Background: an optimization exercise with open tools, aiming at small area, a short achievable clock period and few clock cycles per item. Do not read the settings as production practice. Only simulation tests tie the RTL to the original design; equivalence was not proved. Power is estimated from default activity; no workload was simulated.

[flow/config.mk]
export PLATFORM = sky130hd
export DESIGN_NAME = fpPipeline
export DESIGN_NICKNAME = fpPipeline
export VERILOG_FILES = /design/flow/design.v
export SDC_FILE = /design/flow/constraint.sdc
export NUM_CORES = 4
export LEC_CHECK = 0
export ABC_AREA = 1
export CAP_MARGIN = 20
export CORE_MARGIN = 2
export CORE_UTILIZATION = 40
export CTS_CLUSTER_DIAMETER = 80
export CTS_CLUSTER_SIZE = 30
export PLACE_DENSITY = 0.75
export SETUP_SLACK_MARGIN = 5
export SLEW_MARGIN = 20
[flow/constraint.sdc]
create_clock -name core_clock -period 8.0 [get_ports {CP}]
set_input_delay 1.6000 -clock core_clock [delete_from_list [all_inputs] [get_ports {CP}]]
set_output_delay 1.6000 -clock core_clock [all_outputs]
set_load 0.01 [all_outputs]
[flow/design.v]
package dfpPacketPkg;
    localparam int COLOR_WIDTH = 3;
    localparam int GEN_WIDTH = 8;
    localparam int DEST_WIDTH = 7;
    localparam int LR2_WIDTH = 2;
    localparam int OPERAND_WIDTH = 16;
    localparam int ID_WIDTH = COLOR_WIDTH + GEN_WIDTH + DEST_WIDTH + LR2_WIDTH + 2;
    localparam int IN_PACKET_WIDTH = ID_WIDTH + 6 + 2 + 2 * OPERAND_WIDTH;
    localparam int OUT_PACKET_WIDTH = ID_WIDTH + 2 + OPERAND_WIDTH;
    localparam int MEM_DEPTH = 16;
    localparam int MEM_ADDR_WIDTH = 4;
endpackage
package dfpOpcodePkg;
    localparam int OPCODE_WIDTH = 6;
    localparam logic [OPCODE_WIDTH-1:0] OP_ADD = 6'h00;
    localparam logic [OPCODE_WIDTH-1:0] OP_ADDC = 6'h01;
    localparam logic [OPCODE_WIDTH-1:0] OP_SUB = 6'h02;
    localparam logic [OPCODE_WIDTH-1:0] OP_SUBC = 6'h03;
    localparam logic [OPCODE_WIDTH-1:0] OP_AND = 6'h04;
    localparam logic [OPCODE_WIDTH-1:0] OP_OR = 6'h05;
    localparam logic [OPCODE_WIDTH-1:0] OP_XOR = 6'h06;
    localparam logic [OPCODE_WIDTH-1:0] OP_MUL = 6'h07;
    localparam logic [OPCODE_WIDTH-1:0] OP_SHL = 6'h08;
    localparam logic [OPCODE_WIDTH-1:0] OP_SHR = 6'h09;
    localparam logic [OPCODE_WIDTH-1:0] OP_ROL = 6'h0a;
    localparam logic [OPCODE_WIDTH-1:0] OP_ROR = 6'h0b;
    localparam logic [OPCODE_WIDTH-1:0] OP_BZ = 6'h10;
    localparam logic [OPCODE_WIDTH-1:0] OP_BNZ = 6'h11;
    localparam logic [OPCODE_WIDTH-1:0] OP_BC = 6'h12;
    localparam logic [OPCODE_WIDTH-1:0] OP_BNC = 6'h13;
    localparam logic [OPCODE_WIDTH-1:0] OP_BZL = 6'h14;
    localparam logic [OPCODE_WIDTH-1:0] OP_BNZL = 6'h15;
    localparam logic [OPCODE_WIDTH-1:0] OP_LDM = 6'h18;
    localparam logic [OPCODE_WIDTH-1:0] OP_STM = 6'h19;
    localparam logic [OPCODE_WIDTH-1:0] OP_ABSORB = 6'h20;
    localparam logic [OPCODE_WIDTH-1:0] OP_CHGCOL = 6'h28;
    localparam logic [OPCODE_WIDTH-1:0] OP_ADDGEN = 6'h29;
    localparam logic [OPCODE_WIDTH-1:0] OP_DECGEN = 6'h2a;
endpackage
`timescale 1ns/10ps
module booth8Mul (
    input  logic [15:0] a,
    input  logic [13:0] a3,
    input  logic        one0,
    input  logic        two0,
    input  logic        neg0,
    input  logic [3:0]  s1,
    input  logic [3:0]  s2,
    input  logic [3:0]  s3,
    input  logic [3:0]  s4,
    input  logic [3:0]  neg,
    input  logic        m5one,
    input  logic        m5two,
    input  logic        neg5,
    output logic [47:0] rows
);
    wire pp0_0 = ((one0 & a[0]) | (two0 & 1'b0)) ^ neg0;
    wire pp0_1 = ((one0 & a[1]) | (two0 & a[0])) ^ neg0;
    wire pp0_2 = ((one0 & a[2]) | (two0 & a[1])) ^ neg0;
    wire pp0_3 = ((one0 & a[3]) | (two0 & a[2])) ^ neg0;
    wire pp0_4 = ((one0 & a[4]) | (two0 & a[3])) ^ neg0;
    wire pp0_5 = ((one0 & a[5]) | (two0 & a[4])) ^ neg0;
    wire pp0_6 = ((one0 & a[6]) | (two0 & a[5])) ^ neg0;
    wire pp0_7 = ((one0 & a[7]) | (two0 & a[6])) ^ neg0;
    wire pp0_8 = ((one0 & a[8]) | (two0 & a[7])) ^ neg0;
    wire pp0_9 = ((one0 & a[9]) | (two0 & a[8])) ^ neg0;
    wire pp0_10 = ((one0 & a[10]) | (two0 & a[9])) ^ neg0;
    wire pp0_11 = ((one0 & a[11]) | (two0 & a[10])) ^ neg0;
    wire pp0_12 = ((one0 & a[12]) | (two0 & a[11])) ^ neg0;
    wire pp0_13 = ((one0 & a[13]) | (two0 & a[12])) ^ neg0;
    wire pp0_14 = ((one0 & a[14]) | (two0 & a[13])) ^ neg0;
    wire pp0_15 = ((one0 & a[15]) | (two0 & a[14])) ^ neg0;
    wire pp1_0 = ((s1[0] & a[0]) | (s2[0] & 1'b0) | (s3[0] & a3[0]) | (s4[0] & 1'b0)) ^ neg[0];
    wire pp1_1 = ((s1[0] & a[1]) | (s2[0] & a[0]) | (s3[0] & a3[1]) | (s4[0] & 1'b0)) ^ neg[0];
    wire pp1_2 = ((s1[0] & a[2]) | (s2[0] & a[1]) | (s3[0] & a3[2]) | (s4[0] & a[0])) ^ neg[0];
    wire pp1_3 = ((s1[0] & a[3]) | (s2[0] & a[2]) | (s3[0] & a3[3]) | (s4[0] & a[1])) ^ neg[0];
    wire pp1_4 = ((s1[0] & a[4]) | (s2[0] & a[3]) | (s3[0] & a3[4]) | (s4[0] & a[2])) ^ neg[0];
    wire pp1_5 = ((s1[0] & a[5]) | (s2[0] & a[4]) | (s3[0] & a3[5]) | (s4[0] & a[3])) ^ neg[0];
    wire pp1_6 = ((s1[0] & a[6]) | (s2[0] & a[5]) | (s3[0] & a3[6]) | (s4[0] & a[4])) ^ neg[0];
    wire pp1_7 = ((s1[0] & a[7]) | (s2[0] & a[6]) | (s3[0] & a3[7]) | (s4[0] & a[5])) ^ neg[0];
    wire pp1_8 = ((s1[0] & a[8]) | (s2[0] & a[7]) | (s3[0] & a3[8]) | (s4[0] & a[6])) ^ neg[0];
    wire pp1_9 = ((s1[0] & a[9]) | (s2[0] & a[8]) | (s3[0] & a3[9]) | (s4[0] & a[7])) ^ neg[0];
    wire pp1_10 = ((s1[0] & a[10]) | (s2[0] & a[9]) | (s3[0] & a3[10]) | (s4[0] & a[8])) ^ neg[0];
    wire pp1_11 = ((s1[0] & a[11]) | (s2[0] & a[10]) | (s3[0] & a3[11]) | (s4[0] & a[9])) ^ neg[0];
    wire pp1_12 = ((s1[0] & a[12]) | (s2[0] & a[11]) | (s3[0] & a3[12]) | (s4[0] & a[10])) ^ neg[0];
    wire pp1_13 = ((s1[0] & a[13]) | (s2[0] & a[12]) | (s3[0] & a3[13]) | (s4[0] & a[11])) ^ neg[0];
    wire pp2_0 = ((s1[1] & a[0]) | (s2[1] & 1'b0) | (s3[1] & a3[0]) | (s4[1] & 1'b0)) ^ neg[1];
    wire pp2_1 = ((s1[1] & a[1]) | (s2[1] & a[0]) | (s3[1] & a3[1]) | (s4[1] & 1'b0)) ^ neg[1];
    wire pp2_2 = ((s1[1] & a[2]) | (s2[1] & a[1]) | (s3[1] & a3[2]) | (s4[1] & a[0])) ^ neg[1];
    wire pp2_3 = ((s1[1] & a[3]) | (s2[1] & a[2]) | (s3[1] & a3[3]) | (s4[1] & a[1])) ^ neg[1];
    wire pp2_4 = ((s1[1] & a[4]) | (s2[1] & a[3]) | (s3[1] & a3[4]) | (s4[1] & a[2])) ^ neg[1];
    wire pp2_5 = ((s1[1] & a[5]) | (s2[1] & a[4]) | (s3[1] & a3[5]) | (s4[1] & a[3])) ^ neg[1];
    wire pp2_6 = ((s1[1] & a[6]) | (s2[1] & a[5]) | (s3[1] & a3[6]) | (s4[1] & a[4])) ^ neg[1];
    wire pp2_7 = ((s1[1] & a[7]) | (s2[1] & a[6]) | (s3[1] & a3[7]) | (s4[1] & a[5])) ^ neg[1];
    wire pp2_8 = ((s1[1] & a[8]) | (s2[1] & a[7]) | (s3[1] & a3[8]) | (s4[1] & a[6])) ^ neg[1];
    wire pp2_9 = ((s1[1] & a[9]) | (s2[1] & a[8]) | (s3[1] & a3[9]) | (s4[1] & a[7])) ^ neg[1];
    wire pp2_10 = ((s1[1] & a[10]) | (s2[1] & a[9]) | (s3[1] & a3[10]) | (s4[1] & a[8])) ^ neg[1];
    wire pp3_0 = ((s1[2] & a[0]) | (s2[2] & 1'b0) | (s3[2] & a3[0]) | (s4[2] & 1'b0)) ^ neg[2];
    wire pp3_1 = ((s1[2] & a[1]) | (s2[2] & a[0]) | (s3[2] & a3[1]) | (s4[2] & 1'b0)) ^ neg[2];
    wire pp3_2 = ((s1[2] & a[2]) | (s2[2] & a[1]) | (s3[2] & a3[2]) | (s4[2] & a[0])) ^ neg[2];
    wire pp3_3 = ((s1[2] & a[3]) | (s2[2] & a[2]) | (s3[2] & a3[3]) | (s4[2] & a[1])) ^ neg[2];
    wire pp3_4 = ((s1[2] & a[4]) | (s2[2] & a[3]) | (s3[2] & a3[4]) | (s4[2] & a[2])) ^ neg[2];
    wire pp3_5 = ((s1[2] & a[5]) | (s2[2] & a[4]) | (s3[2] & a3[5]) | (s4[2] & a[3])) ^ neg[2];
    wire pp3_6 = ((s1[2] & a[6]) | (s2[2] & a[5]) | (s3[2] & a3[6]) | (s4[2] & a[4])) ^ neg[2];
    wire pp3_7 = ((s1[2] & a[7]) | (s2[2] & a[6]) | (s3[2] & a3[7]) | (s4[2] & a[5])) ^ neg[2];
    wire pp4_0 = ((s1[3] & a[0]) | (s2[3] & 1'b0) | (s3[3] & a3[0]) | (s4[3] & 1'b0)) ^ neg[3];
    wire pp4_1 = ((s1[3] & a[1]) | (s2[3] & a[0]) | (s3[3] & a3[1]) | (s4[3] & 1'b0)) ^ neg[3];
    wire pp4_2 = ((s1[3] & a[2]) | (s2[3] & a[1]) | (s3[3] & a3[2]) | (s4[3] & a[0])) ^ neg[3];
    wire pp4_3 = ((s1[3] & a[3]) | (s2[3] & a[2]) | (s3[3] & a3[3]) | (s4[3] & a[1])) ^ neg[3];
    wire pp4_4 = ((s1[3] & a[4]) | (s2[3] & a[3]) | (s3[3] & a3[4]) | (s4[3] & a[2])) ^ neg[3];
    wire [1:0] p5 = m5one ? a[1:0] : m5two ? {a[0], 1'b0} : 2'b00;
    wire pp5_0 = p5[0];
    wire pp5_1 = p5[1] ^ (neg5 & p5[0]);
    wire fs1 = pp0_8 ^ pp1_6;
    wire fc2 = pp0_8 & pp1_6;
    wire fs3 = pp0_9 ^ pp1_7;
    wire fc4 = pp0_9 & pp1_7;
    wire fs5 = pp0_10 ^ pp1_8;
    wire fc6 = pp0_10 & pp1_8;
    wire fs7 = pp0_11 ^ pp1_9 ^ pp2_6;
    wire fc8 = (pp0_11 & pp1_9) | (pp0_11 & pp2_6) | (pp1_9 & pp2_6);
    wire fs9 = pp3_3 ^ pp4_0;
    wire fc10 = pp3_3 & pp4_0;
    wire fs11 = pp0_12 ^ pp1_10 ^ pp2_7;
    wire fc12 = (pp0_12 & pp1_10) | (pp0_12 & pp2_7) | (pp1_10 & pp2_7);
    wire fs13 = pp3_4 ^ pp4_1;
    wire fc14 = pp3_4 & pp4_1;
    wire fs15 = pp0_13 ^ pp1_11 ^ pp2_8;
    wire fc16 = (pp0_13 & pp1_11) | (pp0_13 & pp2_8) | (pp1_11 & pp2_8);
    wire fs17 = pp3_5 ^ pp4_2;
    wire fc18 = pp3_5 & pp4_2;
    wire fs19 = pp0_14 ^ pp1_12 ^ pp2_9;
    wire fc20 = (pp0_14 & pp1_12) | (pp0_14 & pp2_9) | (pp1_12 & pp2_9);
    wire fs21 = pp3_6 ^ pp4_3 ^ pp5_0;
    wire fc22 = (pp3_6 & pp4_3) | (pp3_6 & pp5_0) | (pp4_3 & pp5_0);
    wire fs23 = pp0_15 ^ pp1_13 ^ pp2_10;
    wire fc24 = (pp0_15 & pp1_13) | (pp0_15 & pp2_10) | (pp1_13 & pp2_10);
    wire fs25 = pp3_7 ^ pp4_4 ^ pp5_1;
    wire fc26 = (pp3_7 & pp4_4) | (pp3_7 & pp5_1) | (pp4_4 & pp5_1);
    wire fs27 = pp0_5 ^ pp1_3;
    wire fc28 = pp0_5 & pp1_3;
    wire fs29 = pp0_6 ^ pp1_4;
    wire fc30 = pp0_6 & pp1_4;
    wire fs31 = pp0_7 ^ pp1_5;
    wire fc32 = pp0_7 & pp1_5;
    wire fs33 = fs1 ^ pp2_3 ^ pp3_0;
    wire fc34 = (fs1 & pp2_3) | (fs1 & pp3_0) | (pp2_3 & pp3_0);
    wire fs35 = fs3 ^ pp2_4 ^ pp3_1;
    wire fc36 = (fs3 & pp2_4) | (fs3 & pp3_1) | (pp2_4 & pp3_1);
    wire fs37 = fs5 ^ pp2_5 ^ pp3_2;
    wire fc38 = (fs5 & pp2_5) | (fs5 & pp3_2) | (pp2_5 & pp3_2);
    wire fs39 = fs7 ^ fs9 ^ neg[3];
    wire fc40 = (fs7 & fs9) | (fs7 & neg[3]) | (fs9 & neg[3]);
    wire fs41 = fs11 ^ fs13 ^ fc8;
    wire fc42 = (fs11 & fs13) | (fs11 & fc8) | (fs13 & fc8);
    wire fs43 = fs15 ^ fs17 ^ fc12;
    wire fc44 = (fs15 & fs17) | (fs15 & fc12) | (fs17 & fc12);
    wire fs45 = fs19 ^ fs21 ^ fc16;
    wire fc46 = (fs19 & fs21) | (fs19 & fc16) | (fs21 & fc16);
    wire fs47 = fs23 ^ fs25 ^ fc20;
    wire fc48 = (fs23 & fs25) | (fs23 & fc20) | (fs25 & fc20);
    assign rows[15:0] = {fs47, fs45, fs43, fs41, fs39, fs37, fs35, fs33, fs31, fs29, fs27, pp0_4, pp0_3, pp0_2, pp0_1, pp0_0};
    assign rows[31:16] = {fc22, fc18, fc14, fc10, fc6, fc4, fc2, neg[2], pp2_2, pp2_1, pp2_0, pp1_2, pp1_1, pp1_0, 1'b0, neg0};
    assign rows[47:32] = {fc46, fc44, fc42, fc40, fc38, fc36, fc34, fc32, fc30, fc28, neg[1], 1'b0, 1'b0, neg[0], 1'b0, 1'b0};
endmodule
module booth8Enc (
    input  logic [15:0] b,
    output logic        one0,
    output logic        two0,
    output logic        neg0,
    output logic [3:0]  s1,
    output logic [3:0]  s2,
    output logic [3:0]  s3,
    output logic [3:0]  s4,
    output logic [3:0]  neg,
    output logic        m5one,
    output logic        m5two,
    output logic        neg5
);
    logic [3:0] m0, m1, m2;
    assign one0 = b[0];
    assign two0 = b[1] & ~b[0];
    assign neg0 = b[1];
    assign m2[0] = b[3] ^ b[4];
    assign m1[0] = b[2] ^ b[4];
    assign m0[0] = b[1] ^ b[4];
    assign s1[0] = ~m2[0] & (m1[0] ^ m0[0]);
    assign s2[0] = (~m2[0] & m1[0] & m0[0]) | (m2[0] & ~m1[0] & ~m0[0]);
    assign s3[0] = m2[0] & (m1[0] ^ m0[0]);
    assign s4[0] = m2[0] & m1[0] & m0[0];
    assign neg[0] = b[4];
    assign m2[1] = b[6] ^ b[7];
    assign m1[1] = b[5] ^ b[7];
    assign m0[1] = b[4] ^ b[7];
    assign s1[1] = ~m2[1] & (m1[1] ^ m0[1]);
    assign s2[1] = (~m2[1] & m1[1] & m0[1]) | (m2[1] & ~m1[1] & ~m0[1]);
    assign s3[1] = m2[1] & (m1[1] ^ m0[1]);
    assign s4[1] = m2[1] & m1[1] & m0[1];
    assign neg[1] = b[7];
    assign m2[2] = b[9] ^ b[10];
    assign m1[2] = b[8] ^ b[10];
    assign m0[2] = b[7] ^ b[10];
    assign s1[2] = ~m2[2] & (m1[2] ^ m0[2]);
    assign s2[2] = (~m2[2] & m1[2] & m0[2]) | (m2[2] & ~m1[2] & ~m0[2]);
    assign s3[2] = m2[2] & (m1[2] ^ m0[2]);
    assign s4[2] = m2[2] & m1[2] & m0[2];
    assign neg[2] = b[10];
    assign m2[3] = b[12] ^ b[13];
    assign m1[3] = b[11] ^ b[13];
    assign m0[3] = b[10] ^ b[13];
    assign s1[3] = ~m2[3] & (m1[3] ^ m0[3]);
    assign s2[3] = (~m2[3] & m1[3] & m0[3]) | (m2[3] & ~m1[3] & ~m0[3]);
    assign s3[3] = m2[3] & (m1[3] ^ m0[3]);
    assign s4[3] = m2[3] & m1[3] & m0[3];
    assign neg[3] = b[13];
    assign m5one = b[14] ^ b[13];
    assign m5two = (b[15] & ~b[14] & ~b[13]) | (~b[15] & b[14] & b[13]);
    assign neg5 = b[15];
endmodule
`timescale 1ns/10ps
import dfpPacketPkg::*;
import dfpOpcodePkg::*;
module fpPipeline (
    input  logic                                   CP,
    input  logic                                   MR,
    input  logic                                   sendIn,
    output logic                                   ackOut,
    input  logic [dfpPacketPkg::IN_PACKET_WIDTH-1:0]  packetIn,
    output logic                                   sendOut,
    input  logic                                   ackIn,
    output logic [dfpPacketPkg::OUT_PACKET_WIDTH-1:0] packetOut
);
    logic adv;           
    logic v1, v2;        
    logic hv, sv;        
    logic nackReg;       
    assign adv = !sv;
    assign ackOut = !nackReg;
    logic [IN_PACKET_WIDTH-1:0] r1;
    logic [3:0]                 r1LdAddr;
    logic [13:0]                r1A3;
    logic [3:0]                 r1S1, r1S2, r1S3, r1S4;
    logic                       r1One0, r1Two0;
    logic [3:0]                 inS1, inS2, inS3, inS4, inNeg;
    logic                       inOne0, inTwo0, inNeg0, inM5one, inM5two, inNeg5;
    booth8Enc enc_i (.b(packetIn[15:0]), .one0(inOne0), .two0(inTwo0), .neg0(inNeg0),
                     .s1(inS1), .s2(inS2), .s3(inS3), .s4(inS4), .neg(inNeg),
                     .m5one(inM5one), .m5two(inM5two), .neg5(inNeg5));
    always_ff @(posedge CP)
        if (adv)
        begin
            r1 <= packetIn;
            r1LdAddr <= packetIn[19:16] + packetIn[3:0];
            r1A3 <= packetIn[29:16] + {packetIn[28:16], 1'b0};
            r1One0 <= inOne0;
            r1Two0 <= inTwo0;
            r1S1 <= inS1;
            r1S2 <= inS2;
            r1S3 <= inS3;
            r1S4 <= inS4;
        end
    logic [2:0]  color;
    logic [7:0]  gen;
    logic [6:0]  dest;
    logic [1:0]  lr2;
    logic        br, cpy;
    logic [5:0]  opcode;
    logic        cIn, zIn;
    logic [15:0] dataL, dataR;
    assign {color, gen, dest, lr2, br, cpy, opcode, cIn, zIn, dataL, dataR} = r1;
    logic opAdd, opSub, opAnd, opOr, opXor, opMul, opShl, opShr;
    logic opBz, opLdm, opStm, opAbsorb, opChgcol, opAddgen, opDecgen;
    assign opAdd    = opcode == OP_ADD;
    assign opSub    = opcode == OP_SUB;
    assign opAnd    = opcode == OP_AND;
    assign opOr     = opcode == OP_OR;
    assign opXor    = opcode == OP_XOR;
    assign opMul    = opcode == OP_MUL;
    assign opShl    = opcode == OP_SHL;
    assign opShr    = opcode == OP_SHR;
    assign opBz     = opcode == OP_BZ;
    assign opLdm    = opcode == OP_LDM;
    assign opStm    = opcode == OP_STM;
    assign opAbsorb = opcode == OP_ABSORB;
    assign opChgcol = opcode == OP_CHGCOL;
    assign opAddgen = opcode == OP_ADDGEN;
    assign opDecgen = opcode == OP_DECGEN;
    logic [47:0] mulRows;
    booth8Mul mul_i (.a(dataL), .a3(r1A3), .one0(r1One0), .two0(r1Two0), .neg0(dataR[1]),
                     .s1(r1S1), .s2(r1S2), .s3(r1S3), .s4(r1S4),
                     .neg({dataR[13], dataR[10], dataR[7], dataR[4]}),
                     .m5one(dataR[14] ^ dataR[13]),
                     .m5two((dataR[15] & ~dataR[14] & ~dataR[13]) | (~dataR[15] & dataR[14] & dataR[13])),
                     .neg5(dataR[15]), .rows(mulRows));
    logic        bigShift;
    logic [15:0] shIn, shOut, shRes, dataLRev, shOutRev;
    always_comb
        for (int i = 0; i < 16; i++)
        begin
            dataLRev[i] = dataL[15-i];
            shOutRev[i] = shOut[15-i];
        end
    assign bigShift = |dataR[15:4];
    assign shIn = opShr ? dataLRev : dataL;
    assign shOut = shIn << dataR[3:0];
    assign shRes = bigShift ? 16'd0 : (opShr ? shOutRev : shOut);
    logic [15:0] memData [MEM_DEPTH];
    logic [15:0] memValid;
    logic [3:0]  ldAddr;
    logic [15:0] ldData;
    logic        memWrite;
    assign ldAddr = r1LdAddr;
    assign ldData = memValid[ldAddr] ? memData[ldAddr] : 16'd0;
    assign memWrite = adv && v1 && opStm;
    always_ff @(posedge CP)
        if (memWrite)
            memData[dataL[3:0]] <= dataR;
    always_ff @(posedge CP or posedge MR)
        if (MR)
            memValid <= '0;
        else if (memWrite)
            memValid[dataL[3:0]] <= 1'b1;
    logic [15:0] rowA, rowB, rowC, other;
    always_comb
    begin
        other = dataL;
        if (opAnd)
            other = dataL & dataR;
        else if (opOr)
            other = dataL | dataR;
        else if (opXor)
            other = dataL ^ dataR;
        else if (opShl || opShr)
            other = shRes;
        else if (opLdm)
            other = ldData;
        else if (opStm)
            other = dataR;
    end
    always_comb
    begin
        if (opMul)
        begin
            rowA = mulRows[15:0];
            rowB = mulRows[31:16];
            rowC = mulRows[47:32];
        end
        else
        begin
            rowA = other;
            rowB = opAdd ? dataR : opSub ? ~dataR : 16'd0;
            rowC = {15'd0, opSub};
        end
    end
    logic [2:0] newColor;
    logic [7:0] newGen;
    logic [6:0] newDest;
    logic [1:0] newLr2;
    logic       bzTaken;
    assign bzTaken = opBz && zIn;
    assign newColor = opChgcol ? dataR[2:0] : color;
    assign newGen = opAddgen ? gen + dataR[7:0] : opDecgen ? gen - 8'd1 : gen;
    assign newDest = bzTaken ? dest + 7'd1 : dest;
    assign newLr2 = bzTaken ? {lr2[0], lr2[1]} : lr2;
    logic aluOp, arithOp, cSel;
    assign aluOp = opAdd || opSub || opAnd || opOr || opXor || opMul || opShl || opShr;
    assign arithOp = opAdd || opSub;
    assign cSel = (opAnd || opOr || opXor) ? 1'b0 : cIn;
    logic [15:0] r2A, r2B, r2C;
    logic [21:0] r2Id;
    logic        r2Alu, r2Arith, r2Sub, r2C0, r2Z0;
    always_ff @(posedge CP)
        if (adv)
        begin
            r2A <= rowA;
            r2B <= rowB;
            r2C <= rowC;
            r2Id <= {newColor, newGen, newDest, newLr2, br, cpy};
            r2Alu <= aluOp;
            r2Arith <= arithOp;
            r2Sub <= opSub;
            r2C0 <= cSel;
            r2Z0 <= zIn;
        end
    always_ff @(posedge CP or posedge MR)
        if (MR)
        begin
            v1 <= 1'b0;
            v2 <= 1'b0;
        end
        else if (adv)
        begin
            v1 <= sendIn;
            v2 <= v1 && !opAbsorb;
        end
    logic [15:0] cs, cc, zp, zk;
    logic [16:0] total;
    logic        outC, outZ;
    logic [OUT_PACKET_WIDTH-1:0] result;
    assign cs = r2A ^ r2B ^ r2C;
    assign cc = (r2A & r2B) | (r2A & r2C) | (r2B & r2C);
    assign total = {1'b0, cs} + {cc, 1'b0};
    assign outC = r2Arith ? (total[16] ^ r2Sub) : r2C0;
    assign zp = cs ^ {cc[14:0], 1'b0};
    assign zk = {cs[14:0] | {cc[13:0], 1'b0}, 1'b0};
    assign outZ = r2Alu ? (zp == zk) : r2Z0;
    assign result = {r2Id, outC, outZ, total[15:0]};
    logic [OUT_PACKET_WIDTH-1:0] head, skid;
    logic push, pop, svNext;
    assign push = adv && v2;
    assign pop = hv && ackIn;
    always_ff @(posedge CP)
    begin
        nackReg <= svNext;
        if (!hv || ackIn)
            head <= sv ? skid : result;
        if (!sv)
            skid <= result;
    end
    always_comb
        if (sv)
            svNext = !(!hv || ackIn);
        else
            svNext = push && hv && !ackIn;
    always_ff @(posedge CP or posedge MR)
        if (MR)
        begin
            hv <= 1'b0;
            sv <= 1'b0;
        end
        else
        begin
            if (!hv || ackIn)
                hv <= sv || push;
            sv <= svNext;
        end
    assign sendOut = hv;
    assign packetOut = head;
endmodule
[flow/flow/run.sh]
#!/bin/bash
# The standard layout (the standard.sh, standard synthesis unchanged) with
# two changes: ports are buffered with sky130_fd_sc_hd__buf_2 cells, and timing
# repair aims for 5.2 ns of setup slack (a 2.8 ns period) instead of 5.
# make's full output goes to flow_make.log; ORFS keeps each step's log under orfs/logs.
set -euo pipefail
bash standard.sh "BUFFER_PORTS_ARGS=-buffer_cell sky130_fd_sc_hd__buf_2" SETUP_SLACK_MARGIN=5.2 finish > flow_make.log 2>&1
[flow/standard.sh]
#!/bin/bash
# synth_recipe.tcl (not shown) runs the flow's synth.tcl, then flattens the netlist and writes it again
# the make line also repeats each setting of config.mk as NAME=value (left out here)
make -C /OpenROAD-flow-scripts/flow DESIGN_CONFIG=/design/flow/config.mk WORK_HOME=/design/flow/orfs CLKGATE_MAP_FILE= SYNTH_SCRIPT=/design/flow/synth_recipe.tcl "${@:-finish}"
==> results.cfg, run 1 <==
[layout]
fillers = 5871
regArea_mm2 = 0.01534
final_util_pct = 46.16
fin_area_mm2 = 0.03046
nets = 2971
area_delta_synth_final_pct = 13.99
fin_cells = 3665
multi_input_area_mm2 = 0.01051
layout-drive-gt1-share_pct = 15.30

[global_routing]
antenna_found_initial = 3
grt_pass1_wl_mm = 112.5
gr-usage-all-layers_pct = 20.88
grt_pass1_vias = 18720
grt_max_degree = 127
grt.overflow.total = 0

[placed_design]
gp_congestion = 0.9936
dp_hpwl_mm = 46.88
pre_cts_ws_ns = 4.300
numPortBuffers = 107
post-place-cells = 3524
placed_cell_area_mm2 = 0.02812

[critical_path]
worst_r2r_path_depth = 8
slowest_stage = ha_1
worstSetupEndpointType = flop
cp_data_arrival_time_ns = 3.27
timing.rr.end = r2A[14]$_DFFE_PN_
critPathKind = input port to flop
r2r_start = r1S1[1]$_DFFE_PN_
start_kind = input port
r2r_slack_ns = 5.21
slowest_delay_ns = 0.35
cp_common_cell = a21oi_1
critPathRequiredTime_ns = 8.40
crit_chain = buf_4 > ha_1 > a21oi_1 > nand2_1 > a31oi_4 > o21ai_1 > a21boi_2 > o21bai_1 > a21oi_1 > xor2_1
crit_path_max_fanout = 5

[min_path]
min_path_cells = 0
min_path_type = flop to flop
min_to = r2Id[0]$_DFFE_PN_
hp-start = r1[40]$_DFFE_PN_

[timing]
fin_crit_sh_pct = 35.85
worst_slack_ns = 5.132
max_freq_ghz = 0.3486
worstMarginPinSlew_ns = 0.9568
final-max-slew-violation-count = 0
clock_skew_ns = 0.06919
final.setup.tns_ns = 0
whs_ns = 0.4309
hold_viol = 0
setup_viol = 0
slew-limit-headroom_pct = 35.82
fin_crit_ns = 2.868
rsz0062_at_grt = true

[pwr]
irDropWorstVdd_mv = 0.2189
p_total_mw = 11.06
powerDensity_mw_per_mm2 = 363.1
p_leak_nw = 11.81

[route]
drc = 0
drt_iter0_markers = 2947
drtPass1Iterations = 6
post_drt_via_cell_ratio = 5.562
wl_per_cell_um = 20.84
ant_nets = 0
dr_total_vias = 20390
routed_wl_mm = 76.37

[flow_run]
drv_cap = 0

[clock_network]
clockBufferDepth = 3
hold_buffers = 0
clk_pin_slew_worst_paths_ns = 0.11
cts-root-buf = clkbuf_16
h-tree-depth = 1
clk_latency_ns = 0.64
clkSinkCount = 529
cts_tree = yes
cts_made_buffers = 26

[floorplanning]
rows = 94
chipHeight_um = 262.4
dieArea_mm2 = 0.06888
die_w_um = 262.4
core_area_mm2 = 0.06598
io_pins = 108
start_util_pct = 40.49

[synthesis]
ys.flop_type = edfxtp_1
synth-edff-count = 464
ys.warnings.count = 1
syn_area_mm2 = 0.02672
synth_nets = 2839
ys_seq_area_share_pct = 57.39
async_flop_share_pct = 3.781
synth_cell_types = 46
postSynthAreaPerCell_um2 = 10.10
ys_ff_latch = 529
postSynthCellCount = 2646

[run_status]
outcome = complete, no violations
-- synthesized netlist by cell type, types with 45 or more instances --
master	count	area share, %
edfxtp_1	464	52
nand2_1	437	6.1
nor2_1	361	5.1
nand3_1	205	3.8
o21ai_0	197	3.7
inv_1	166	2.3
ha_1	99	4.6
a21oi_1	98	1.8
clkbuf_1	88	1.2
o211ai_1	73	2.1
xor2_1	68	2.2
o22ai_1	50	1.2
dfxtp_1	45	3.4
-- kinds of logic after synthesis --
family,after synthesis,synth area share [%]
AO/OA/AOI/OAI,489,10.79
adder cells (fa/ha/maj),127,6.734
XOR/XNOR,111,3.639
buffers and inverters,328,4.912
flip-flops,529,57.39
AND/OR/NAND/NOR,1062,16.53
-- area by class of cell --
class                   instances  area share [%]
clock buffers                  33           2.292
clock inverters                15          0.7600
flip-flops and latches        529           50.38
inverters                     190           2.711
repair inverters                2         0.04108
repair buffers                239           5.752
well taps                     864           3.550
diodes                          3         0.02465
multi-input cells            1790           34.49
-- metal layers --
| metal | up-vias | part of all wire [%] | global-route usage (%) |
|---|---|---|---|
| met4 | 2 | 4.6 | 8.621 |
| met5 | - | 0.017 | 0 |
| met2 | 1103 | 44 | 31.74 |
| li1 | 9436 | - | - |
| met1 | 9612 | 41 | 29.54 |
| met3 | 232 | 10 | 3.739 |
-- sequential cells by signal (all words and copies together) (netlist names), 4 cells and up, named ones only --
name and flops:
head 40, memData 256, memValid 16, r1 62
r1A3 13, r1LdAddr 4, r1S1 4, r1S2 4
r1S3 4, r1S4 4, r2A 16, r2B 16
r2C 13, r2Id 22, skid 40
-- how the worst max path moves through the flow --
stage | depth (start not counted) | end | slack [ns] | start
4_1_cts | 13 | r1A3[13]$_DFFE_PN_ | 5.20 | packetIn[17]
6_report | 10 | r1A3[12]$_DFFE_PN_ | 5.13 | packetIn[18]
5_1_grt | 10 | r1A3[12]$_DFFE_PN_ | 5.03 | packetIn[18]
2_1_floorplan | 12 | r1A3[13]$_DFFE_PN_ | 4.65 | packetIn[16]
3_5_place_dp | 13 | r1A3[13]$_DFFE_PN_ | 4.30 | packetIn[17]
3_3_place_gp | 13 | r1A3[13]$_DFFE_PN_ | 4.34 | packetIn[17]
-- timing repair --
| item | CTS | global route |
|---|---|---|
| resized for setup | 65 | 97 |
| pin swaps | 12 | 36 |
| cloned | 0 | 6 |
| setup endpoints to repair | 386 | 97 |
| setup buffers | 35 | 49 |
-- report_power, final --
group	internal (mW)	total [mW]	switching, mW
logic	1.93	5.29	3.36
clock network	0.677	1.62	0.948
registers	3.79	4.14	0.353
-- cell usage in the layout (no fill, tap or decap), drive strengths merged, types with 16 or more instances in the layout --
cell / count
clkinv: 16
o211ai: 73
edfxtp: 464
o22ai: 50
clkinvlp: 17
a221oi: 29
ha: 99
dfrtp: 20
clkbuf: 36
a21oi: 98
o21ai: 210
nor3: 16
xnor2: 43
dfxtp: 45
inv: 174
nand3: 211
nand2: 439
fa: 28
xor2: 68
buf: 236
nor2: 368
-- critical path, delay by kind of cell --
kind            cells  cell delay, ns
compound gates      6            0.96
fa+ha+maj           1            0.35
simple gates        1            0.14
buf+inv             1            0.13
xor+xnor            1            0.10
Testbench counts, summed over its fixed seeds: cycles 16,024, items 16,000.
==> inputs of run 2 (changes only) <==
--- a/flow/config.mk
+++ b/flow/config.mk
@@ -9,5 +9,5 @@
 export CAP_MARGIN = 20
 export CORE_MARGIN = 2
-export CORE_UTILIZATION = 40
+export CORE_UTILIZATION = 45
 export CTS_CLUSTER_DIAMETER = 80
 export CTS_CLUSTER_SIZE = 30
==> run 2 against run 1 <==
  * Highest routed layer is now met4
  * First-iteration DRC count fell by 5.3%
  * Sequential power rose by 1%
  * Maximum frequency fell by 0.31%
  * Global-route usage rose by 3.3 points
  * Synthesized area did not move
  * Core utilization rose by 4.6 points
  * Hold slack improved by 0.010 ns
  * Setup slack got worse by 0.0090 ns
==> results.cfg, run 2 <==
[run_status]
outcome = complete, no violations

[layout]
final_cell_mix = edfxtp_1, nand2_1, nor2_1
fillers = 5084
num_antenna_cells = 0
area_delta_synth_final_pct = 11.96
layout-drive-gt1-share_pct = 13.86
fin_area_mm2 = 0.02991
fin_cells = 3536
nets = 2942
largest_register_ffs = 256
final_util_pct = 50.78
mostFrequentLayoutCell = edfxtp_1

[floorplanning]
core_area_mm2 = 0.05891
chipHeight_um = 247.7
rows = 89
dieArea_mm2 = 0.06134
io_pins = 108
die_w_um = 247.7
start_util_pct = 45.36

[synthesis]
synthTopCellsByArea = edfxtp_1, nand2_1, nor2_1, ha_1, nand3_1
ys_seq_area_share_pct = 57.39
synth_common_cells = edfxtp_1, nand2_1, nor2_1, nand3_1, o21ai_0
postSynthCellCount = 2646
yosysMostFrequentCell = edfxtp_1
synth_nets = 2839
yosysTopAreaCell = edfxtp_1
synth-edff-count = 464
yosysTopAreaCellShare_pct = 52.15
synth_cell_types = 46
ys.warnings.count = 1
syn_area_mm2 = 0.02672
postSynthAreaPerCell_um2 = 10.10
async_flop_share_pct = 3.781
ys_ff_latch = 529
ys.flop_type = edfxtp_1

[pwr]
powerDensity_mw_per_mm2 = 363.4
irDropWorstVdd_mv = 0.1732
p_leak_nw = 11.65
p_total_mw = 10.87

[placed_design]
pre_cts_ws_ns = 4.333
placed_cell_area_mm2 = 0.02797
post-place-cells = 3428
numPortBuffers = 107
gp_congestion = 0.9661
dp_hpwl_mm = 48.62

[timing]
rsz0062_at_grt = true
max_freq_ghz = 0.3475
worstMarginPinSlew_ns = 1.083
clock_skew_ns = 0.02873
worst_slack_ns = 5.123
setup_viol = 0
fin_crit_ns = 2.877
final.setup.tns_ns = 0
fin_crit_sh_pct = 35.97
whs_ns = 0.4410
final-max-slew-violation-count = 0
slew-limit-headroom_pct = 27.73
hold_viol = 0

[route]
met2_length_mm = 34.90
dr_total_vias = 20580
drt_iter0_markers = 2790
routed_wl_mm = 77.13
post_drt_via_cell_ratio = 5.820
drc = 0
highest_layer = met4
wl_per_cell_um = 21.81
dr_wl_met3_mm = 8.198
met1_length_mm = 31.37
drtPass1Iterations = 7
ant_nets = 0

[clock_network]
hold_buffers = 0
cts-root-buf = clkbuf_16
h-tree-depth = 1
clk_pin_slew_worst_paths_ns = 0.10
clk_latency_ns = 0.60
clkSinkCount = 529
clockBufferDepth = 3
cts_made_buffers = 25
cts_tree = yes

[critical_path]
cp-startpoint = packetIn[17]
worstSetupEndpointType = flop
crit_chain = buf_8 > ha_4 > inv_2 > fa_2 > nand3b_1 > and2_4 > nor3_4 > nor2_2 > o21ai_2 > a21oi_2 > nor2_1 > nor2_1 > xor2_1
slowest_delay_ns = 0.34
crit_path_max_fanout = 5
timing.rr.end = r2A[9]$_DFFE_PN_
critPathKind = input port to flop
cp_data_arrival_time_ns = 3.22
worst_r2r_path_depth = 11
slowest_stage = fa_2
r2r_slack_ns = 5.22
r2r_start = r1[2]$_DFFE_PN_
critPathRequiredTime_ns = 8.35
cp_common_cell = nor2_1
start_kind = input port
endpoint = r1A3[13]$_DFFE_PN_

[min_path]
min_path_cells = 0
min_path_type = flop to flop

[global_routing]
grt_pass1_wl_mm = 113.1
grt_max_degree = 129
grt_pass1_vias = 19020
gr-usage-all-layers_pct = 24.20
antenna_found_initial = 0
grt.overflow.total = 0

[flow_run]
drv_cap = 0
## run 2: cell types whose count changed in the layout (fill, tap and decap cells not counted), sizes merged
cell,change
inv,+4
clkbuf,-7
clkinv,-2
diode,-3
bufinv,+1
buf,-26
clkinvlp,-5
## run 2: worst max-delay path: cells and delay by family
| family | cells | cell delay, ns |
|---|---|---|
| buf+inv | 2 | 0.12 |
| fa+ha+maj | 2 | 0.47 |
| compound gates | 2 | 0.24 |
| simple gates | 6 | 0.66 |
| xor+xnor | 1 | 0.13 |
## run 2: cells by family after synthesis
logic type | Yosys count | synth area share, %
and+or+nand+nor | 1062 | 16.53
adders and majority gates | 127 | 6.734
buffers and inverters | 328 | 4.912
xor gates and xnor gates | 111 | 3.639
AOI/OAI and AO/OA | 489 | 10.79
DFF | 529 | 57.39
## run 2: layer usage
metal	up-vias	track usage, %
met5	-	0
met3	185	4.293
met4	0	7.661
li1	9382	-
met1	9835	34.33
met2	1179	37.87
## run 2: repair_timing
item | in CTS | in global routing
buffers inserted | 24 | 40
resized for setup | 59 | 77
pin swaps | 15 | 24
endpoints found under the setup margin | 312 | 51
cloned | 0 | 3
## run 2: worst min-delay path by stage
stage | endpoint | slack (ns) | startpoint
6_report | r2Id[1]$_DFFE_PN_ | 0.44 | r1[41]$_DFFE_PN_
5_1_grt | r2Id[1]$_DFFE_PN_ | 0.45 | r1[41]$_DFFE_PN_
4_1_cts | r2Id[1]$_DFFE_PN_ | 0.44 | r1[41]$_DFFE_PN_
3_5_place_dp | r2Id[1]$_DFFE_PN_ | 0.42 | r1[41]$_DFFE_PN_
3_3_place_gp | r2Id[0]$_DFFE_PN_ | 0.40 | r1[40]$_DFFE_PN_
2_1_floorplan | r2Id[0]$_DFFE_PN_ | 0.40 | r1[40]$_DFFE_PN_
## run 2: report_power, final
part           internal [mW]  total [mW]  switching, mW
registers               3.79        4.20          0.401
logic                   1.87        5.13           3.27
clock network          0.644        1.54          0.898
## run 2: layout make-up
cell class | count | area, µm² | area share (%)
Timing Repair inverter | 1 | 5.005 | 0.01673
Clock inverter | 14 | 191.4 | 0.6400
Tap cell | 773 | 967.2 | 3.233
Clock buffer | 27 | 633.1 | 2.117
Multi-Input combinational cell | 1790 | 10480 | 35.04
Sequential cell | 529 | 15350 | 51.30
Inverter | 190 | 797.0 | 2.664
Timing Repair Buffer | 212 | 1491 | 4.986
==> inputs of run 3 (changes only) <==
--- a/flow/design.v
+++ b/flow/design.v
@@ -247,4 +247,24 @@
                      .s1(inS1), .s2(inS2), .s3(inS3), .s4(inS4), .neg(inNeg),
                      .m5one(inM5one), .m5two(inM5two), .neg5(inNeg5));
+    logic [13:0] x3In, x3G, x3P, x3Gp, x3Pp, x3Sum;
+    always_comb
+    begin
+        for (int i = 0; i < 14; i++)
+        begin
+            x3G[i] = packetIn[16+i] & (i > 0 ? packetIn[15+i] : 1'b0);
+            x3P[i] = packetIn[16+i] ^ (i > 0 ? packetIn[15+i] : 1'b0);
+        end
+        x3Gp = x3G;
+        x3Pp = x3P;
+        for (int d = 1; d < 14; d = d * 2)
+            for (int i = 13; i >= d; i--)
+            begin
+                x3Gp[i] = x3Gp[i] | (x3Pp[i] & x3Gp[i-d]);
+                x3Pp[i] = x3Pp[i] & x3Pp[i-d];
+            end
+        x3Sum[0] = x3P[0];
+        for (int i = 1; i < 14; i++)
+            x3Sum[i] = x3P[i] ^ x3Gp[i-1];
+    end
     always_ff @(posedge CP)
         if (adv)
@@ -252,5 +272,5 @@
             r1 <= packetIn;
             r1LdAddr <= packetIn[19:16] + packetIn[3:0];
-            r1A3 <= packetIn[29:16] + {packetIn[28:16], 1'b0};
+            r1A3 <= x3Sum;
             r1One0 <= inOne0;
             r1Two0 <= inTwo0;
==> run 3 against run 2 <==
  * Combinational power about the same
  * Cell area up 0.70%
  * Register-to-register slack worse by 0.17 ns
  * Wire length down 2.2%
  * Sequential share of layout area down 0.37 points
  * Setup slack worse by 0.070 ns
  * Non-clock buffer count up 40
  * Maximum frequency down 2.4%
  * Still clean
  * Flip-flop and latch count unchanged
==> results.cfg, run 3 <==
[global_routing]
gr-usage-all-layers_pct = 23.88
busiest_layer = met2
grt_use_met2_pct = 37.38
use_met3_pct = 5.185
grt_max_degree = 75
grt.overflow.total = 0
antenna_found_initial = 0
grtUsageMet1_pct = 33.13
grt_pass1_vias = 18910
grt_pass1_wl_mm = 111.4

[synthesis]
synthTopCellsByArea = edfxtp_1, nand2_1, o21ai_0, ha_1, nor2_1
postSynthAreaPerCell_um2 = 10.36
synth_common_cells = edfxtp_1, nand2_1, nor2_1, o21ai_0, inv_1
yosysTopAreaCell = edfxtp_1
ys.flop_type = edfxtp_1
synth_nets = 2744
ys_seq_area_share_pct = 58.00
synth-edff-count = 464
syn_area_mm2 = 0.02644
synth_cell_types = 50
ys_ff_latch = 529
postSynthCellCount = 2551
yosysTopAreaCellShare_pct = 52.70
yosysMostFrequentCell = edfxtp_1
async_flop_share_pct = 3.781
ys.warnings.count = 1

[route]
drc = 0
drt_iter0_markers = 2940
drtPass1Iterations = 8
post_drt_via_cell_ratio = 5.866
wl_per_cell_um = 21.65
routed_wl_mm = 75.46
dr_total_vias = 20440
ant_nets = 0

[timing]
max_freq_ghz = 0.3393
final.setup.tns_ns = 0
hold_viol = 0
rsz0062_at_grt = true
clock_skew_ns = 0.04546
final-max-slew-violation-count = 0
whs_ns = 0.4350
worstMarginPinSlew_ns = 0.9939
fin_crit_sh_pct = 36.84
fin_crit_ns = 2.947
setup_viol = 0
slew-limit-headroom_pct = 33.51

[min_path]
hp-start = r1[41]$_DFFE_PN_
min_path_type = flop to flop

[placed_design]
post-place-cells = 3329
gp_congestion = 0.9568
numPortBuffers = 107
dp_hpwl_mm = 47.53

[clock_network]
cts_tree = yes
clk_latency_ns = 0.63
h-tree-depth = 1
cts-root-buf = clkbuf_16
clkSinkCount = 529
clockBufferDepth = 3
clk_pin_slew_worst_paths_ns = 0.11
cts_made_buffers = 25
hold_buffers = 0

[pwr]
p_leak_nw = 11.54
powerDensity_mw_per_mm2 = 362.4
p_int_mw = 6.377
switching_power_mw = 4.540
p_comb_share_pct = 47.0
p_total_mw = 10.92
p_sw_share_pct = 41.59
irDropWorstVdd_mv = 0.2371
power_frac_clock_pct = 14.9
power_frac_seq_pct = 38.1

[layout]
layout-drive-gt1-share_pct = 16.21
fillers = 5086
num_antenna_cells = 0
nets = 2894
area_delta_synth_final_pct = 13.93
largest_register_ffs = 256
mostFrequentLayoutCell = edfxtp_1
fin_cells = 3485
final_cell_mix = edfxtp_1, nand2_1, nor2_1
final_util_pct = 52.01

[floorplanning]
core_area_mm2 = 0.05792
io_pins = 108
rows = 88
start_util_pct = 45.65
chipHeight_um = 246.4
die_w_um = 246.4
dieArea_mm2 = 0.06071

[flow_run]
drv_cap = 0

[critical_path]
cp_common_cell = nand2_2
endpoint = head[17]$_DFFE_PN_
worst_r2r_path_depth = 13
slowest_delay_ns = 0.61
start_kind = flop
cp_data_arrival_time_ns = 3.29
crit_chain = fa_1 > inv_2 > ha_4 > nand2_2 > o21ai_4 > buf_6 > nand3_2 > nand2_2 > a21boi_2 > xor2_2 > nand2_1 > o21ai_2 > o21ai_1
critPathKind = flop to flop
crit_path_max_fanout = 5
r2r_start = r2A[5]$_DFFE_PN_
worstSetupEndpointType = flop
timing.rr.end = head[17]$_DFFE_PN_
r2r_slack_ns = 5.05
critPathRequiredTime_ns = 8.34
cp-startpoint = r2A[5]$_DFFE_PN_
slowest_stage = fa_1

[run_status]
outcome = complete, no violations
==> run 3: cell types whose count changed in the layout (fill, tap and decap cells not counted), sizes merged, moves of 5 or more <==
| cell | previous run | this run |
|---|---|---|
| a21oi | 98 | 109 |
| buf | 210 | 251 |
| clkbuf | 29 | 35 |
| clkinvlp | 12 | 17 |
| nand2 | 439 | 382 |
| nand3 | 211 | 172 |
| nor2 | 368 | 288 |
| o211ai | 73 | 37 |
| o21ai | 210 | 278 |
| o221ai | 9 | 28 |
| o22ai | 50 | 76 |
| xnor2 | 43 | 35 |
==> run 3: what timing repair did <==
item                       in CTS  in global routing
cloned                          3                  3
gates resized for setup        95                 70
setup endpoints to repair     309                 58
setup buffers                  53                 51
hold endpoints to repair        0                  0
pin swaps                      28                 48
==> run 3: worst min-delay path by stage <==
stage,to,slack (ns),depth (start not counted)
final,r2Id[1]$_DFFE_PN_,0.43,0
after global routing,r2Id[1]$_DFFE_PN_,0.45,0
after CTS,r2Id[1]$_DFFE_PN_,0.43,0
after detailed placement,r2Id[1]$_DFFE_PN_,0.41,0
after global placement,r2Id[1]$_DFFE_PN_,0.41,0
after floorplan,r2Id[0]$_DFFE_PN_,0.40,0
==> run 3: power by group through the flow <==
stage          registers (mW)  logic (mW)  clock network, mW
5_1_grt                  4.20        5.59               1.73
3_5_place_dp             4.27        4.30                  0
2_1_floorplan            4.14        3.01                  0
3_3_place_gp             4.26        4.16                  0
6_report                 4.16        5.13               1.63
4_1_cts                  4.17        4.76               1.64
==> run 3: routing by layer <==
layer / vias to the layer above / part of all wire [%]
met3: 190 / 12
met4: 0 / 3.3
met1: 9745 / 40
met5: - / 0
li1: 9271 / -
met2: 1236 / 45
==> run 3: critical path: cells and delay by family, from the launching register on <==
| family | cells | cell delay, ns |
|---|---|---|
| flops | 1 | 0.46 |
| compound gates | 4 | 0.47 |
| buf+inv | 2 | 0.20 |
| xor+xnor | 1 | 0.27 |
| fa+ha+maj | 2 | 0.92 |
| simple gates | 4 | 0.35 |
==> run 3: through the flow <==
step,instance area (µm²),setup WS (ns)
floorplan,26500,4.673
global placement,27730,4.238
detailed placement,27730,4.270
CTS,29460,5.067
global route,30120,4.978
finish,30120,5.053
==> run 3: cells by family (layout without fill, tap and decap cells) <==
logic type | count (synthesis) | after routing | synth area share [%]
AND/OR/NAND/NOR | 876 | 879 | 13.87
XOR/XNOR | 106 | 106 | 3.511
buffers and inverters | 330 | 496 | 4.950
adder cells (fa/ha/maj) | 127 | 127 | 6.805
flip-flops | 529 | 529 | 58.00
AO/OA/AOI/OAI | 583 | 583 | 12.87
==> run 3: cell type report <==
class	count	area, µm²	share of cell area [%]
Clock buffer	34	701.9	2.330
Timing Repair inverter	2	13.76	0.04569
Timing Repair Buffer	252	1799	5.973
Tap cell	765	957.2	3.178
Clock inverter	12	188.9	0.6272
Sequential cell	529	15340	50.94
Inverter	196	847.1	2.812
Multi-Input combinational cell	1695	10270	34.10
Testbench counts of run 3, summed over its fixed seeds: cycles 16,024, items 16,000.
==> inputs of run 4 (changes only) <==
--- a/flow/config.mk
+++ b/flow/config.mk
@@ -9,5 +9,5 @@
 export CAP_MARGIN = 20
 export CORE_MARGIN = 2
-export CORE_UTILIZATION = 45
+export CORE_UTILIZATION = 40
 export CTS_CLUSTER_DIAMETER = 80
 export CTS_CLUSTER_SIZE = 30
==> run 4 against run 3 <==
  * Critical path depth up 1
  * Maximum frequency up 4.1%
  * Clock power about the same
  * Clock skew up 0.0084 ns
  * Synthesized area unchanged
  * Non-clock buffer count down 13
  * Sequential share of layout area down 0.13 points
  * Die area up 12%
==> results.cfg, run 4 <==
[run_status]
outcome = complete, no violations

[critical_path]
slowest_stage = fa_1
crit_path_max_fanout = 5
start_kind = flop
critPathRequiredTime_ns = 8.35
critPathKind = flop to flop
slowest_delay_ns = 0.58
cp_data_arrival_time_ns = 3.18
worstSetupEndpointType = flop
r2r_slack_ns = 5.17
crit_chain = fa_1 > inv_1 > ha_4 > nand2_2 > o21ai_4 > inv_2 > o21ai_4 > inv_2 > nor2_4 > nor2_2 > o21ai_1 > nand2_1 > nand3_1 > nand2_1

[clock_network]
cts-root-buf = clkbuf_16
clkSinkCount = 529
clk_pin_slew_worst_paths_ns = 0.12
clockBufferDepth = 3
h-tree-depth = 1
cts_tree = yes
cts_made_buffers = 25
hold_buffers = 0
clk_latency_ns = 0.62

[route]
post_drt_via_cell_ratio = 5.639
ant_nets = 0
routed_wl_mm = 73.64
drtPass1Iterations = 8
dr_total_vias = 20140
drt_iter0_markers = 2759
wl_per_cell_um = 20.62
drc = 0

[timing]
worstMarginPinSlew_ns = 1.015
clock_skew_ns = 0.05386
final-max-slew-violation-count = 0
final.setup.tns_ns = 0
max_freq_ghz = 0.3531
hold_viol = 0
whs_ns = 0.4454
setup_viol = 0
rsz0062_at_grt = true
slew-limit-headroom_pct = 31.93
fin_crit_sh_pct = 35.40
fin_crit_ns = 2.832

[layout]
area_delta_synth_final_pct = 14.20
multi_input_area_mm2 = 0.01033
num_antenna_cells = 0
regArea_mm2 = 0.01534
layout-drive-gt1-share_pct = 16.00
final_cell_mix = edfxtp_1, nand2_1, nor2_1
fillers = 5985
mostFrequentLayoutCell = edfxtp_1
largest_register_ffs = 256
nets = 2881

[placed_design]
gp_congestion = 0.9648
dp_hpwl_mm = 46.83
numPortBuffers = 107

[synthesis]
syn_area_mm2 = 0.02644
yosysTopAreaCell = edfxtp_1
synth-edff-count = 464
synth_common_cells = edfxtp_1, nand2_1, nor2_1, o21ai_0, inv_1
ys_seq_area_share_pct = 58.00
yosysMostFrequentCell = edfxtp_1
synthTopCellsByArea = edfxtp_1, nand2_1, o21ai_0, ha_1, nor2_1
ys.warnings.count = 1
synth_nets = 2744
postSynthAreaPerCell_um2 = 10.36
yosysTopAreaCellShare_pct = 52.70
postSynthCellCount = 2551
async_flop_share_pct = 3.781
synth_cell_types = 50
ys_ff_latch = 529
ys.flop_type = edfxtp_1

[floorplanning]
dieArea_mm2 = 0.06817
io_pins = 108
rows = 94
core_area_mm2 = 0.06563
start_util_pct = 40.29
chipHeight_um = 261.1
die_w_um = 261.1

[flow_run]
drv_cap = 0

[global_routing]
antenna_found_initial = 2
grt.overflow.total = 0
gr-usage-all-layers_pct = 20.69
grt_pass1_wl_mm = 108.9
grt_max_degree = 89
grt_pass1_vias = 18840

[pwr]
irDropWorstVdd_mv = 0.2205
powerDensity_mw_per_mm2 = 362.7
p_leak_nw = 11.46

[min_path]
min_path_type = flop to flop
[run 4: cell type report]
type	instances	share of cell area [%]
well taps	864	3.580
flip-flops and latches	529	50.81
repair buffers	239	5.557
multi-input cells	1695	34.22
clock buffers	32	2.229
inverters	196	2.859
clock inverters	14	0.6920
repair inverters	2	0.05387
[run 4: per-layer routing]
metal	up-vias	share of wire (%)	wire length, µm	track usage (%)
li1	9238	-	-	-
met3	198	11	8061	4.133
met5	-	0.031	23	0
met2	1158	45	32960	32.32
met1	9538	40	29620	28.58
met4	4	4.1	2984	7.828
[run 4: logic make-up (layout without fill, tap and decap cells)]
kind of cell | count (synthesis) | after routing | share of synthesized area, %
AND/OR/NAND/NOR | 876 | 879 | 13.87
flip-flops | 529 | 529 | 58.00
adder cells (fa/ha/maj) | 127 | 127 | 6.805
AO/OA/AOI/OAI | 583 | 583 | 12.87
XOR/XNOR | 106 | 106 | 3.511
buffers and inverters | 330 | 483 | 4.950
[run 4: path summary, 6_finish.rpt]
path                                           start                      end  depth (start not counted)
worst max register to register  r2C[5]$_SDFFCE_PN0N_       head[12]$_DFFE_PN_                         14
min in group asynchronous                         MR  memValid[3]$_DFFE_PP0P_                          2
max in group asynchronous                         MR             sv$_DFF_PP0_                          2
worst max-delay path            r2C[5]$_SDFFCE_PN0N_       head[12]$_DFFE_PN_                         14
worst min register to register      r1[41]$_DFFE_PN_        r2Id[1]$_DFFE_PN_                          0
worst min-delay path                r1[41]$_DFFE_PN_        r2Id[1]$_DFFE_PN_                          0
[run 4: worst max-delay path, delay by kind of cell (launching register included)]
kind | cells | cell delay, ns
AO/OA/AOI/OAI | 3 | 0.55
adder cells (fa/ha/maj) | 2 | 0.89
buffers and inverters | 3 | 0.23
flip-flops | 1 | 0.44
AND/OR/NAND/NOR | 6 | 0.48
[run 4: through the flow]
stage / cells / total power, mW / cell area (µm²) / worst slack (ns) / util, %
floorplan: 2551 / 7.151 / 26500 / 4.673 / -
global placement: 3433 / 8.424 / 27890 / 4.303 / 42.49
detailed placement: 3433 / 8.526 / 27890 / 4.313 / 42.49
CTS: 3521 / 10.53 / 29480 / 5.093 / 44.91
global route: 3571 / 11.60 / 30200 / 5.044 / 46.01
finish: 3571 / 10.95 / 30200 / 5.168 / 46.01
[run 4: report_power, final]
group / internal, mW / switching, mW / total (mW) / leakage [nW]
registers: 3.79 / 0.295 / 4.08 / 5.13
logic: 1.93 / 3.32 / 5.25 / 5.90
clock network: 0.704 / 0.918 / 1.62 / 0.423
total: 6.42 / 4.53 / 11.0 / 11.5
[run 4: timing repair]
item                       4_1_cts  5_1_grt
hold endpoints to repair         0        0
setup buffers                   39       47
cloned                           3        3
setup endpoints to repair      313      303
pin swaps                       32       34
resized for setup               88       82
==> inputs of run 5 (changes only) <==
--- a/flow/config.mk
+++ b/flow/config.mk
@@ -12,5 +12,5 @@
 export CTS_CLUSTER_DIAMETER = 80
 export CTS_CLUSTER_SIZE = 30
-export PLACE_DENSITY = 0.75
+export PLACE_DENSITY = 0.7
 export SETUP_SLACK_MARGIN = 5
 export SLEW_MARGIN = 20
==> run 5 against run 4 <==
  * Clock power grew 6%
  * Synthesized cell count is the same
  * Critical path depth shrank 1
  * Wire length grew 0.29%
  * Largest power group unchanged
  * Combinational power shrank 2%
  * Synthesized area is the same
  * First-iteration DRC count grew 2.2%
  * Hold slack lost 0.0086 ns
  * Global-route usage is essentially flat
  * Clock skew grew 0.0046 ns
==> results.cfg, run 5 <==
[critical_path]
critPathKind = flop to flop
worstSetupEndpointType = flop
timing.rr.end = head[11]$_DFFE_PN_
crit_path_max_fanout = 3
critPathRequiredTime_ns = 8.34
start_kind = flop
worst_r2r_path_depth = 13
r2r_start = r2A[2]$_DFFE_PN_
r2r_slack_ns = 5.15
cp_data_arrival_time_ns = 3.19

[clock_network]
clockBufferDepth = 3
cts_made_buffers = 27
clkSinkCount = 529
clk_latency_ns = 0.65
cts_tree = yes
cts-root-buf = clkbuf_16
h-tree-depth = 1
clk_pin_slew_worst_paths_ns = 0.11

[synthesis]
async_flop_share_pct = 3.781
synthTopCellsByArea = edfxtp_1, nand2_1, o21ai_0, ha_1, nor2_1
ys.flop_type = edfxtp_1
synth_common_cells = edfxtp_1, nand2_1, nor2_1, o21ai_0, inv_1
ys_ff_latch = 529
yosysTopAreaCell = edfxtp_1
synth_cell_types = 50
ys.warnings.count = 1
yosysMostFrequentCell = edfxtp_1
postSynthAreaPerCell_um2 = 10.36
yosysTopAreaCellShare_pct = 52.70
ys_seq_area_share_pct = 58.00
postSynthCellCount = 2551
synth_nets = 2744
synth-edff-count = 464
syn_area_mm2 = 0.02644

[placed_design]
numPortBuffers = 107
dp_hpwl_mm = 46.26
pre_cts_ws_ns = 4.194
gp_congestion = 0.9744

[pwr]
p_total_mw = 10.99
irDropWorstVdd_mv = 0.2676
p_leak_nw = 11.56
powerDensity_mw_per_mm2 = 361.1

[route]
drc = 0
drt_iter0_markers = 2821
drtPass1Iterations = 7
wl_per_cell_um = 20.67
post_drt_via_cell_ratio = 5.609
routed_wl_mm = 73.86
ant_nets = 0
dr_total_vias = 20050

[timing]
final.setup.tns_ns = 0
hold_viol = 0
worst_slack_ns = 5.151
fin_crit_ns = 2.849
clock_skew_ns = 0.05849
max_freq_ghz = 0.3510
slew-limit-headroom_pct = 31.20
rsz0062_at_grt = true
worstMarginPinSlew_ns = 1.028
final-max-slew-violation-count = 0
fin_crit_sh_pct = 35.61
setup_viol = 0

[layout]
largest_register_ffs = 256
final_cell_mix = edfxtp_1, nand2_1, nor2_1
area_delta_synth_final_pct = 15.16
num_antenna_cells = 0
nets = 2882
layout-drive-gt1-share_pct = 16.53
mostFrequentLayoutCell = edfxtp_1

[flow_run]
drv_cap = 0

[floorplanning]
io_pins = 108
die_w_um = 261.1
rows = 94
start_util_pct = 40.29
core_area_mm2 = 0.06563
dieArea_mm2 = 0.06817
chipHeight_um = 261.1

[global_routing]
grt.overflow.total = 0
antenna_found_initial = 1
gr-usage-all-layers_pct = 20.73
grt_pass1_vias = 18820
grt_max_degree = 97
grt_pass1_wl_mm = 109.1

[min_path]
min_to = r2Id[0]$_DFFE_PN_
min_path_type = flop to flop
min_path_cells = 0
hp-start = r1[40]$_DFFE_PN_

[run_status]
outcome = complete, no violations
==> run 5: cell count changes in the layout (fill, tap and decap cells not counted), moves of 3 or more <==
| cell | previous run | this run |
|---|---|---|
| clkbuf_16 | 27 | 31 |
| o221ai_1 | 25 | 28 |
| o221ai_2 | 3 | 0 |
| inv_2 | 16 | 19 |
| a221oi_1 | 27 | 24 |
| o21ai_1 | 28 | 25 |
| inv_16 | 2 | 5 |
| buf_4 | 113 | 100 |
| a221oi_2 | 1 | 4 |
| o21ai_2 | 7 | 10 |
| nand2_1 | 374 | 371 |
| nor2_1 | 273 | 270 |
| buf_6 | 13 | 25 |
==> run 5: cells by family (layout without fill, tap and decap cells) <==
family                     Yosys count  count (layout)  share of synthesized area, %
AOI/OAI and AO/OA                  583             583                         12.87
and+or+nand+nor                    876             878                         13.87
xor gates and xnor gates           106             106                         3.511
adders and majority gates          127             127                         6.805
buffers and inverters              330             487                         4.950
DFF                                529             529                         58.00
==> run 5: final cells by class <==
type | count | area, µm²
clock buffer | 35 | 748.2
clock inverter | 15 | 241.5
fill | 5984 | 35180
inverter | 196 | 873.3
multi-input combinational | 1694 | 10360
sequential | 529 | 15340
tap | 864 | 1081
timing repair buffer | 240 | 1798
timing repair inverter | 1 | 7.507
==> run 5: layer usage <==
layer	global-route usage, %	up-vias	share of wire [%]
met3	4.210	211	10
met4	8.523	2	4.3
met5	0	-	0.018
li1	-	9257	-
met2	31.93	1043	45
met1	28.69	9532	41
==> run 5: repair_timing <==
action                     4_1_cts  5_1_grt
setup endpoints to repair      300      198
hold buffers                     0        0
setup buffers                   38       44
gates resized for setup         88      114
pin swaps                       32       40
cloned                           2        4
==> run 5: through the flow <==
stage	instance area, µm²	hold slack (ns)	std cells	util, %
2_1_floorplan	26500	0.4003	2551	-
3_3_place_gp	27900	0.4026	3435	42.52
5_1_grt	30450	0.4380	3574	46.39
6_report	30450	0.4369	3574	46.39
3_5_place_dp	27900	0.4054	3435	42.52
4_1_cts	29590	0.4305	3525	45.08
==> run 5: worst max path at each step <==
stage	startpoint	to	slack [ns]
floorplan	packetIn[16]	r1A3[13]$_DFFE_PN_	4.67
global placement	flop	r2A[11]$_DFFE_PN_	4.24
detailed placement	flop	r2A[11]$_DFFE_PN_	4.19
CTS	r2C[2]$_SDFFCE_PN0N_	head[11]$_DFFE_PN_	5.12
global route	r2A[2]$_DFFE_PN_	head[13]$_DFFE_PN_	5.00
finish	r2A[2]$_DFFE_PN_	head[11]$_DFFE_PN_	5.15
==> run 5: where the power goes <==
part	internal, mW	total (mW)	switching [mW]
clock network	0.731	1.72	0.990
registers	3.79	4.10	0.315
logic	1.92	5.17	3.25
==> run 5: worst max-delay path, cell delays in order (launching register included) <==
cell and delay, ns:
edfxtp_1 0.35, inv_2 0.04, fa_2 0.60, ha_4 0.21
ha_4 0.15, o21bai_4 0.18, a31oi_4 0.27, o21bai_4 0.09
nand2_1 0.06, nand2_1 0.06, a21oi_2 0.18, o21ai_2 0.09
xor2_1 0.21, o21ai_2 0.10

[what the ideal ports hide]
No port has a modelled driver above. Below, the same layouts with a new extraction and two added sets of constraints. Step 1 (the two cells are an assumption about what drives the block):
set clk [get_ports {CP}]
set_driving_cell -lib_cell sky130_fd_sc_hd__clkbuf_16 $clk
set_driving_cell -lib_cell sky130_fd_sc_hd__buf_2 [delete_from_list [all_inputs] $clk]
Step 2, shift: input delay + t, output delay - t, t = (earliest + latest rising clock arrival at the registers) / 2. This alone moves slack from input paths to output paths. a / b / c = ideal ports / drivers / drivers and shift; a / b = the first two.
run | t (ns) | slack for setup (ns) | hold slack, ns | worst register clock-pin slew, ns | pins driven straight from the clock port
run 1 | 0.663 | 5.132 / 5.137 / 4.473 | 0.431 / 0.431 / 0.431 | 0.11 / 0.11 | 1
run 2 | 0.635 | 5.123 / 5.126 / 4.491 | 0.441 / 0.441 / 0.441 | 0.11 / 0.11 | 1
run 3 | 0.660 | 5.053 / 5.053 / 4.481 | 0.435 / 0.435 / 0.435 | 0.12 / 0.12 | 1
run 4 | 0.651 | 5.168 / 5.168 / 4.571 | 0.445 / 0.445 / 0.445 | 0.12 / 0.12 | 1
run 5 | 0.676 | 5.151 / 5.138 / 4.529 | 0.437 / 0.437 / 0.437 | 0.12 / 0.12 | 1
After both steps setup and hold are still met in every run listed. For run 1, which loses most, drivers alone change the setup slack by +0.005 ns; drivers and shift together by -0.659 ns.
